Background: an optimization exercise with open tools, aiming at small area and few clock cycles per item. Do not read the settings as production practice.
RTL that was checked went through simulation tests only; none was proved equivalent to the original.
No activity file was given, so power comes from the tool's default toggle rates.

rev 12:
// stack_with_remove_by_value_unit
module stack_with_remove_by_value_unit #(
    parameter int unsigned DEPTH = stkrm_pkg::DEPTH_DEFAULT
) (
    input  logic                              aclk,
    input  logic                              aresetn,
    input  logic                              s_tvalid,
    output logic                              s_tready,
    input  logic [stkrm_pkg::S_TDATA_W-1:0]   s_tdata,
    output logic                              m_tvalid,
    input  logic                              m_tready,
    output logic [stkrm_pkg::M_TDATA_W-1:0]   m_tdata
);
Size: about 1200 cells after synthesis, roughly 46 I/O pins, roughly 13000 µm² of cells after synthesis.
export LEC_CHECK = 0
export CAP_MARGIN = 5
export CORE_MARGIN = 2
export CORE_UTILIZATION = 50
export CTS_CLUSTER_DIAMETER = 100
export CTS_CLUSTER_SIZE = 24
export GPL_TIMING_DRIVEN = 0
export SLEW_MARGIN = 5
export SYNTH_HIERARCHICAL = 1
export SYNTH_MINIMUM_KEEP_SIZE = 0
create_clock -name core_clock -period 3.2 [get_ports {aclk}]
standard.sh (not shown) runs the stock make flow with config.mk's settings and CLKGATE_MAP_FILE= SYNTH_SCRIPT=/design/flow/synth_recipe.tcl, a recipe that flattens the netlist after the stock synthesis.
==> flow/flow/run.sh <==
#!/bin/bash
# Own flow: the standard layout (standard.sh, unchanged synthesis and
# steps), except that the port buffers are plain buf_2 cells instead of the
# delay buffers buffer_ports picks by default. Every port still gets a buffer.
set -euo pipefail
export BUFFER_PORTS_ARGS="-buffer_cell sky130_fd_sc_hd__buf_2"
bash standard.sh finish > standard_flow.log 2>&1
Testbench counts of rev 12, summed over its fixed seeds: cycles 16,008, items 16,000.
What rev 13 does differently from rev 12 at the input level:
--- a/flow/design.v
+++ b/flow/design.v
@@ -187,23 +187,23 @@
         stkrm_phase u_ph (.aclk(aclk), .aresetn(aresetn), .phase(key_phase[b]));
     end
     for (genvar i = 0; i < DEPTH; i++) begin : g_cell
         logic [VW-1:0] above_s;
         logic [VW-1:0] below_s;
         if (i == 0) begin : g_top
             assign above_s = value_s;
         end else begin : g_mid
             assign above_s = cell_s[i-1];
         end
         if (i == DEPTH - 1) begin : g_bottom
-            assign below_s = '0;
+            assign below_s = cell_s[i];           
         end else begin : g_inner
             assign below_s = cell_s[i+1];
         end
         assign occ[i] = (fill_reg > FILL_W'(i));
         stkrm_eq8   u_eq   (.a(cell_s[i]), .b(value_s), .lo_n(lo_n[i]), .hi_n(hi_n[i]));
         stkrm_nand2 u_look (.a(occ[i]), .b(rm_go), .y(look_n[i]));
         stkrm_nor3  u_hit  (.a(lo_n[i]), .b(hi_n[i]), .c(look_n[i]), .y(hit[i]));
         stkrm_cell u_cell (
             .aclk    (aclk),
             .hold    (hold[i]),
             .from_up (shift_dn),
Results
Rev 13 finished every stage and its layout cleared the timing, design-rule and antenna checks. Of rev 13 and rev 12, rev 12 shows the higher post-route clock period utilization, with rev 13 below it. Taking rev 12 as the reference, in rev 13 non-clock buffer count went up 11%, via count went up 1.4%, area of the multi-input gates went down 0.47%. The number of cells in the finished layout apart from fillers was comparable across rev 13 and rev 12. Compared rev 12 against rev 13; post-route total power within noise. Diff rev 12 -> rev 13 | post-CTS setup buffer count | increase of 15%. Post-detailed-route via-to-cell ratio went up slightly going from rev 12 to rev 13. In terms of reg-to-reg setup timing slack, rev 13 and rev 12 differ only marginally.
No functional check of the RTL was part of rev 13.

---

Another version of the RTL of stack_with_remove_by_value_unit (not shown whole).
For scale: about 280 flip-flops, about 46 I/O pins, about 0.015 mm² of cells after synthesis.
==> module stkrm_cell, before the edit <==
module stkrm_cell (
    input  logic                              aclk,
    input  logic                              hold,       
    input  logic                              from_up,    
    input  logic                              from_dn,    
    input  logic [stkrm_pkg::VALUE_W-1:0]     above_s,    
    input  logic [stkrm_pkg::VALUE_W-1:0]     below_s,    
    output logic [stkrm_pkg::VALUE_W-1:0]     data_s
);
    localparam int unsigned VW = stkrm_pkg::VALUE_W;
    logic [VW-1:0] data_reg;
    assign data_s = data_reg;
    always_ff @(posedge aclk) begin
        data_reg <= ~(({VW{hold}}    & data_reg) |
                      ({VW{from_up}} & above_s)  |
                      ({VW{from_dn}} & below_s));
    end
endmodule
==> module stack_with_remove_by_value_unit, before the edit <==
module stack_with_remove_by_value_unit #(
    parameter int unsigned DEPTH = stkrm_pkg::DEPTH_DEFAULT
) (
    input  logic                              aclk,
    input  logic                              aresetn,
    input  logic                              s_tvalid,
    output logic                              s_tready,
    input  logic [stkrm_pkg::S_TDATA_W-1:0]   s_tdata,
    output logic                              m_tvalid,
    input  logic                              m_tready,
    output logic [stkrm_pkg::M_TDATA_W-1:0]   m_tdata
);
    localparam int unsigned FILL_W = $clog2(DEPTH + 1);
    localparam int unsigned VW     = stkrm_pkg::VALUE_W;
    localparam int unsigned CW     = stkrm_pkg::COUNT_W;
    logic [1:0]             cmd;
    logic [VW-1:0]          value;
    logic [VW-1:0]          value_s;       
    logic                   accept;
    logic                   empty;
    logic                   full;
    logic                   any_hit;
    logic                   is_push;
    logic                   is_pop;
    logic                   is_peek;
    logic                   is_remove;
    logic                   shift_dn;      
    logic                   shift_up;      
    logic                   rm_go;         
    logic                   phase;
    logic [VW-1:0]          cell_s   [DEPTH];
    logic                   match    [DEPTH];
    logic                   hit_pre  [DEPTH];    
    logic                   occ      [DEPTH];    
    logic [FILL_W-1:0]      fill_reg;
    logic [FILL_W-1:0]      fill_next;
    logic                   out_valid_reg;
    logic [VW-1:0]          out_data_reg;
    logic [1:0]             out_status_reg;
    logic                   out_removed_reg;
    logic [FILL_W+CW-1:0]   count_wide;
    assign cmd       = s_tdata[1:0];
    assign value     = s_tdata[VW+1:2];
    assign value_s   = value ^ {VW{phase}};
    assign accept    = s_tvalid && s_tready;
    assign empty     = (fill_reg == '0);
    assign full      = (fill_reg == FILL_W'(DEPTH));
    assign is_push   = (cmd == stkrm_pkg::CMD_PUSH);
    assign is_pop    = (cmd == stkrm_pkg::CMD_POP);
    assign is_peek   = (cmd == stkrm_pkg::CMD_PEEK);
    assign is_remove = (cmd == stkrm_pkg::CMD_REMOVE);
    assign s_tready = !out_valid_reg || m_tready;
    assign shift_dn = accept && is_push && !full;
    assign shift_up = accept && is_pop;           
    assign rm_go    = accept && is_remove;
    for (genvar i = 0; i < DEPTH; i++) begin : g_cell
        logic [VW-1:0] above_s;
        logic [VW-1:0] below_s;
        logic          dn;
        if (i == 0) begin : g_top
            assign above_s = value_s;
        end else begin : g_mid
            assign above_s = cell_s[i-1];
        end
        if (i == DEPTH - 1) begin : g_bottom
            assign below_s = '0;
        end else begin : g_inner
            assign below_s = cell_s[i+1];
        end
        assign match[i] = (cell_s[i] == value_s);
        assign occ[i]   = (fill_reg > FILL_W'(i));
        assign dn     = shift_up || (rm_go && hit_pre[i]);
        stkrm_cell u_cell (
            .aclk    (aclk),
            .hold    (!(shift_dn || dn)),
            .from_up (shift_dn),
            .from_dn (dn),
            .above_s (above_s),
            .below_s (below_s),
            .data_s  (cell_s[i])
        );
    end
    always_comb begin
        logic pre [DEPTH];
        for (int i = 0; i < DEPTH; i++) pre[i] = match[i];
        for (int s = 1; s < DEPTH; s = s * 2) begin
            for (int i = 0; i < DEPTH; i++) begin
                if ((i / s) % 2 == 1) pre[i] = pre[i] | pre[(i / s) * s - 1];
            end
        end
        for (int i = 0; i < DEPTH; i++) hit_pre[i] = pre[i];
    end
    always_comb begin
        any_hit = 1'b0;
        for (int i = 0; i < DEPTH; i++) any_hit = any_hit | (match[i] & occ[i]);
    end
    always_comb begin
        fill_next = fill_reg;
        if (shift_dn)                                        fill_next = fill_reg + 1'b1;
        else if ((shift_up && !empty) || (rm_go && any_hit)) fill_next = fill_reg - 1'b1;
    end
    always_ff @(posedge aclk) begin
        if (!aresetn) begin
            phase         <= 1'b0;
            fill_reg      <= '0;
            out_valid_reg <= 1'b0;
        end else begin
            phase    <= !phase;
            fill_reg <= fill_next;
            if (accept) begin
                out_valid_reg <= 1'b1;
            end else if (m_tready) begin
                out_valid_reg <= 1'b0;
            end
        end
    end
    always_ff @(posedge aclk) begin
        if (accept) begin
            out_data_reg    <= ((is_pop || is_peek) && !empty) ? (cell_s[0] ^ {VW{phase}}) : '0;
            out_status_reg  <= (is_push && full)                ? stkrm_pkg::ST_FULL  :
                               ((is_pop || is_peek) && empty)   ? stkrm_pkg::ST_EMPTY :
                                                                  stkrm_pkg::ST_OK;
            out_removed_reg <= is_remove && any_hit;
        end
    end
    assign count_wide = {{CW{1'b0}}, fill_reg};
    assign m_tvalid = out_valid_reg;
    assign m_tdata  = {{(stkrm_pkg::M_TDATA_W - VW - 2 - 1 - CW){1'b0}},
                       count_wide[CW-1:0], out_removed_reg, out_status_reg,
                       out_data_reg};
endmodule
clock: 3.2 ns
lec_check: 0
cap_margin: 20
core_margin: 2
core_utilization: 40
slew_margin: 20
synth_hierarchical: 1
synth_minimum_keep_size: 0
run.sh (not shown) runs the stock make flow with config.mk's settings and CLKGATE_MAP_FILE= SYNTH_SCRIPT=/design/flow/synth_recipe.tcl, a recipe that flattens the netlist after the stock synthesis.
Stock flow here: none of the scripts above is used.
Edit:
--- a/flow/design.v
+++ b/flow/design.v
@@ -26,16 +26,19 @@
 module stkrm_cell (
     input  logic                              aclk,
     input  logic                              hold,       
     input  logic                              from_up,    
     input  logic                              from_dn,    
+    input  logic [stkrm_pkg::VALUE_W-1:0]     key_s,      
     input  logic [stkrm_pkg::VALUE_W-1:0]     above_s,    
     input  logic [stkrm_pkg::VALUE_W-1:0]     below_s,    
+    output logic                              match,
     output logic [stkrm_pkg::VALUE_W-1:0]     data_s
 );
     localparam int unsigned VW = stkrm_pkg::VALUE_W;
     logic [VW-1:0] data_reg;
+    assign match  = (data_reg == key_s);
     assign data_s = data_reg;
     always_ff @(posedge aclk) begin
         data_reg <= ~(({VW{hold}}    & data_reg) |
                       ({VW{from_up}} & above_s)  |
                       ({VW{from_dn}} & below_s));
@@ -109,20 +112,21 @@
         if (i == DEPTH - 1) begin : g_bottom
             assign below_s = '0;
         end else begin : g_inner
             assign below_s = cell_s[i+1];
         end
-        assign match[i] = (cell_s[i] == value_s);
-        assign occ[i]   = (fill_reg > FILL_W'(i));
+        assign occ[i] = (fill_reg > FILL_W'(i));
         assign dn     = shift_up || (rm_go && hit_pre[i]);
         stkrm_cell u_cell (
             .aclk    (aclk),
             .hold    (!(shift_dn || dn)),
             .from_up (shift_dn),
             .from_dn (dn),
+            .key_s   (value_s),
             .above_s (above_s),
             .below_s (below_s),
+            .match   (match[i]),
             .data_s  (cell_s[i])
         );
     end
     always_comb begin
         logic pre [DEPTH];
This time the run finished but failed the layout checks on negative setup slack.
Routed wire length came out lower by 14%.
Via count goes down by 11%.
Core utilization increases by 2.6 points.
Worst setup slack is worse by 0.50 ns.
Count of clock-buffer cells in the layout rises by 2.
Global-route usage falls by 1.9 points.
Maximum frequency came out lower by 14%.
Area after synthesis shrinks by 8.6%.
Die area came out lower by 8.4%.
Non-clock buffer count decreases by 70.
Cell count falls by 11%.
Total power climbs by 6.0%.
No functional check of the RTL was part of any run of this note.

-- re-timing with driven ports --
Ports are ideal in the flow. The routed layouts listed here were re-timed in OpenROAD.
Step 1 sets driving cells, clkbuf_16 on the clock port and buf_2 on the other inputs (assumed; they add their load-dependent delay and slew).
Step 2, shift: input delay + t, output delay - t, t = (earliest + latest rising clock arrival at the registers) / 2. This alone moves slack from input paths to output paths.
Slacks: no drivers / after step 1 / after step 2; pairs: no drivers / after step 1.
run | t, ns | setup slack, ns | slew at the worst register clock pin (ns)
rev 12 | 0.538 | 0.100 / 0.100 / -0.210 | 0.10 / 0.10
rev 13 | 0.542 | 0.107 / 0.107 / -0.219 | 0.10 / 0.10
the first run of note 2 | 0.623 | 0.138 / 0.163 / -0.457 | 0.07 / 0.07
the second run of note 2 | 0.615 | -0.364 / -0.364 / -0.790 | 0.06 / 0.06
With both steps, setup timing fails in rev 12, rev 13 and the first run of note 2, where it was met with ideal ports. The setup slack of the first run of note 2, which loses most, moves by +0.025 ns with the drivers and by -0.595 ns with both steps.
